This is an optimization exercise on Yosys and OpenROAD, whose aim is small area and a short achievable clock period, not a production implementation.
Power figures rest on the tool's default switching activity, not on a simulated workload.

Setup of run 1:
==> flow/design.v (excerpt) <==
module gamma_interp_11bit #(
  parameter int OUT_W = 10
) (
  input  logic             clk,
  input  logic             rst_n,
  input  logic             i_hs,
  input  logic             i_vs,
  input  logic [4:0]       idx,
  input  logic [10:0]      pixel_in,
  input  logic [10:0]      lowLevel,
  input  logic [10:0]      highLevel,
  input  logic             lut_we,
  input  logic [5:0]       lut_addr,
  input  logic [OUT_W-1:0] lut_wdata,
  input  logic             lut_commit,
  output logic             commit_pending,
  output logic             o_hs,
  output logic             o_vs,
  output logic [OUT_W-1:0] pix_out
);
  localparam int N = 33;
  function automatic logic [9:0] ramp(input int k);
    logic [31:0] v;
    v = 32'(k) * 32;
    if (v > 1023) v = 1023;
    ramp = v[9:0];
  endfunction
  logic [9:0] r_shadow [N];
  logic [9:0] r_active [N];
  logic       r_act_ramp;    
  logic       r_pend;
  logic       r_vs_prev;
  logic       w_copy;
  assign w_copy         = r_pend & r_vs_prev & ~i_vs;
  assign commit_pending = r_pend;
  always_ff @(posedge clk or negedge rst_n) begin
    if (!rst_n) begin
      r_pend    <= 1'b0;
      r_vs_prev <= 1'b0;
    end else begin
      r_pend    <= lut_commit | (r_pend & ~w_copy);
      r_vs_prev <= i_vs;
    end
  end
  logic [N-1:0] r_sramp;
  logic [N-1:0] w_we;
  logic [N-1:0] w_cs, w_cr;    
  logic         w_hold;
  always_comb
    for (int k = 0; k < N; k++) w_we[k] = lut_we & (lut_addr == 6'(k));
  always_ff @(posedge clk or negedge rst_n) begin
    if (!rst_n) r_sramp <= '1;
    else        r_sramp <= r_sramp & ~w_we;
  end
  always_ff @(posedge clk)
    for (int k = 0; k < N; k++)
      r_shadow[k] <= ({10{w_we[k]}} & lut_wdata) | ({10{~w_we[k]}} & r_shadow[k]);
  always_ff @(posedge clk or negedge rst_n) begin
    if (!rst_n) r_act_ramp <= 1'b1;
    else if (w_copy) r_act_ramp <= 1'b0;
  end
  ...
Size in the first run: ~73 I/O pins, roughly 36000 µm² of cells after synthesis.
==> flow/config.mk <==
export PLATFORM = sky130hd
export DESIGN_NAME = gamma_interp_11bit
export DESIGN_NICKNAME = gamma_interp_11bit
export VERILOG_FILES = /design/flow/design.v
export SDC_FILE = /design/flow/constraint.sdc
export NUM_CORES = 4
export LEC_CHECK = 0
export ABC_AREA = 1
export CAP_MARGIN = 20
export CORE_MARGIN = 2
export CORE_UTILIZATION = 40
export CTS_CLUSTER_DIAMETER = 70
export CTS_CLUSTER_SIZE = 20
export SLEW_MARGIN = 60
export SYNTH_HIERARCHICAL = 1
export TNS_END_PERCENT = 20
==> flow/constraint.sdc <==
create_clock -name core_clock -period 10.0 [get_ports {clk}]
set_input_delay 2.0000 -clock core_clock [delete_from_list [all_inputs] [get_ports {clk}]]
set_output_delay 2.0000 -clock core_clock [all_outputs]
set_load 0.01 [all_outputs]
standard.sh (not shown) runs the stock make flow with config.mk's settings and CLKGATE_MAP_FILE= SYNTH_SCRIPT=/design/flow/synth_recipe.tcl, a recipe that flattens the netlist after the stock synthesis.
==> flow/flow/run.sh <==
#!/bin/bash
set -euo pipefail
mapfile -t EXTRA < <(grep -v '^#' flow/extra.txt | grep .)
bash standard.sh "${EXTRA[@]}" finish > standard.log 2>&1
==> flow/flow/extra.txt <==
SETUP_SLACK_MARGIN=7.0
ADDER_MAP_FILE=
BUFFER_PORTS_ARGS=-buffer_cell sky130_fd_sc_hd__buf_4
No stage failed in run 1, and the final checks on the layout all came back clean.
diff inputs: run 1 => run 2
# run 1
export LEC_CHECK = 0
export ABC_AREA = 1
export CAP_MARGIN = 20
export CORE_MARGIN = 2
export CORE_UTILIZATION = 40
export CTS_CLUSTER_DIAMETER = 70
export CTS_CLUSTER_SIZE = 20
export SLEW_MARGIN = 60
export SYNTH_HIERARCHICAL = 1
export TNS_END_PERCENT = 20
create_clock -name core_clock -period 10.0 [get_ports {clk}]
# run 2
export LEC_CHECK = 0
export ABC_AREA = 1
export CAP_MARGIN = 20
export CORE_MARGIN = 2
export CORE_UTILIZATION = 45
export CTS_CLUSTER_DIAMETER = 80
export CTS_CLUSTER_SIZE = 25
export SLEW_MARGIN = 60
export SYNTH_HIERARCHICAL = 1
export TNS_END_PERCENT = 20
create_clock -name core_clock -period 10.0 [get_ports {clk}]
==> notes.md <==
Run 1 has higher area of the die than run 2. The share of final layout cell area taken by non-clock buffers of run 1 and that of run 2 are within noise of each other. The power consumed by sequential cells was comparable across run 1 and run 2. Flip-flop and latch share of the layout cell area: run 2 < run 1. The global-route usage of run 2 is higher than that of run 1. Compared run 1 against run 2; sequential cell area within noise. The global-route wire length before repair reported for run 2 is greater than that of run 1 by 2500 µm. Minimum hold slack in run 2 is 0.010 ns above run 1. Diff run 1 and run 2: delay of the slowest cell on the worst path lower in run 2. More vias were needed by run 2 than by run 1. In run 2 relative to run 1, pin count of the biggest net entering global routing had gone up by a few percent.
For run 3, these inputs were changed with respect to run 2:
# run 2
export LEC_CHECK = 0
export ABC_AREA = 1
export CAP_MARGIN = 20
export CORE_MARGIN = 2
export CORE_UTILIZATION = 45
export CTS_CLUSTER_DIAMETER = 80
export CTS_CLUSTER_SIZE = 25
export SLEW_MARGIN = 60
export SYNTH_HIERARCHICAL = 1
export TNS_END_PERCENT = 20
create_clock -name core_clock -period 10.0 [get_ports {clk}]
# run 3
export LEC_CHECK = 0
export ABC_AREA = 1
export CAP_MARGIN = 20
export CORE_MARGIN = 2
export CORE_UTILIZATION = 40
export CTS_CLUSTER_DIAMETER = 80
export CTS_CLUSTER_SIZE = 25
export SLEW_MARGIN = 60
export SYNTH_HIERARCHICAL = 1
export TNS_END_PERCENT = 10
create_clock -name core_clock -period 10.0 [get_ports {clk}]
--- outcome ---
Re synthesized cell count: no difference whatsoever between run 2 and run 3. Of run 2 and run 3, the run reporting the lower clock network fraction of design power was run 2. Sort run 2 and run 3 by total number of placement rows, descending, and run 3 comes first. Of run 2 and run 3, the higher met2 wire length belongs to run 2. Delta (run 3 minus run 2): number of buffers other than clock buffers in the final layout fell by about 1.5%; final critical delay including setup and external delays fell by 0.035 ns. Setup slack ends up higher on run 3. Relative to run 2, number of instances resized during post-cts repair has decreased by 110 in run 3.
Changes in run 4 relative to run 3:
# run 3
export LEC_CHECK = 0
export ABC_AREA = 1
export CAP_MARGIN = 20
export CORE_MARGIN = 2
export CORE_UTILIZATION = 40
export CTS_CLUSTER_DIAMETER = 80
export CTS_CLUSTER_SIZE = 25
export SLEW_MARGIN = 60
export SYNTH_HIERARCHICAL = 1
export TNS_END_PERCENT = 10
create_clock -name core_clock -period 10.0 [get_ports {clk}]
# run 4
export LEC_CHECK = 0
export ABC_AREA = 1
export CAP_MARGIN = 20
export CORE_MARGIN = 2
export CORE_UTILIZATION = 40
export CTS_CLUSTER_DIAMETER = 80
export CTS_CLUSTER_SIZE = 25
export SLEW_MARGIN = 60
export SYNTH_HIERARCHICAL = 1
export TNS_END_PERCENT = 0
create_clock -name core_clock -period 10.0 [get_ports {clk}]
Findings:
Looking at the reports, run 4 completed the entire flow and the layout it produced met the timing, DRC and antenna checks.
Run 4: proportion of power drawn by flip-flops and latches 1.8 points above run 3
On worst hold slack after final layout, run 4 and run 3 are basically level.
Run 4: area growth from synthesis to layout is 3.9 points lower than what run 3 reported.
On count of inverters other than clock inverters in the layout, run 4 and run 3 are neck and neck.
Looking at cell area, run 4 sits 1400 µm² below run 3.
The setup slack of run 4 is smaller than that of run 3.
Compared with run 3, run 4 shows a lower largest voltage drop on the vdd net.
The register fraction of the total cell area number comes out higher for run 4 vs run 3.
Non-clock buffer count down 70 in run 4 wrt run 3
Compared with run 3, run 4 shows a lower clock skew.
Input changes introduced in run 5 (baseline for comparison: run 4):
# run 4
export LEC_CHECK = 0
export ABC_AREA = 1
export CAP_MARGIN = 20
export CORE_MARGIN = 2
export CORE_UTILIZATION = 40
export CTS_CLUSTER_DIAMETER = 80
export CTS_CLUSTER_SIZE = 25
export SLEW_MARGIN = 60
export SYNTH_HIERARCHICAL = 1
export TNS_END_PERCENT = 0
create_clock -name core_clock -period 10.0 [get_ports {clk}]
# run 5
export LEC_CHECK = 0
export ABC_AREA = 1
export CAP_MARGIN = 20
export CORE_MARGIN = 2
export CORE_UTILIZATION = 40
export CTS_CLUSTER_DIAMETER = 80
export CTS_CLUSTER_SIZE = 25
export PLACE_DENSITY = 0.8
export SLEW_MARGIN = 60
export SYNTH_HIERARCHICAL = 1
export TNS_END_PERCENT = 20
create_clock -name core_clock -period 10.0 [get_ports {clk}]
--- outcome ---
Looking at worst-case setup margin in the final layout, run 5 sits below run 4.
Run 4 → run 5: synthesis-to-layout area growth picked up an extra 3.3 points, clock period minus final worst setup slack picked up an extra 0.030 ns.
Summary: with run 4 as the reference, non-clock buffer count in run 5 moved up by more than a quarter.
In run 5 relative to run 4, clock network power had gone down by a few percent.
Compared with run 4, run 5 shows a higher combinational group share of total power.
No functional check of the RTL was part of any run of this note.

## port drivers added, routing unchanged
No port has a modelled driver above. Below, the same layouts with a new extraction and two added sets of constraints. Step 1: set_driving_cell puts a clkbuf_16 on clk and a buf_2 on each other input, an assumption about the parent block. Step 2 also shifts input and output timing later by t, the mid clock arrival at the registers, as if the neighbouring blocks saw the same clock. a / b / c = no drivers / after step 1 / after step 2; a / b = the first two.
| run | t (ns) | slack for setup (ns) | worst setup path after step 2 | pins driven straight from the clock port |
|---|---|---|---|---|
| run 1 | 0.710 | 6.837 / 6.772 / 6.153 | input to register | 1 |
| run 2 | 0.689 | 6.763 / 6.761 / 6.072 | input to register | 1 |
| run 3 | 0.678 | 6.798 / 6.779 / 6.165 | input to register | 1 |
| run 4 | 0.685 | 6.718 / 6.682 / 5.997 | input to register | 1 |
| run 5 | 0.679 | 6.688 / 6.688 / 6.064 | input to register | 1 |
After both steps every run listed still meets setup and hold. For run 4, which loses most, drivers alone change the setup slack by -0.036 ns; drivers and shift together by -0.721 ns.
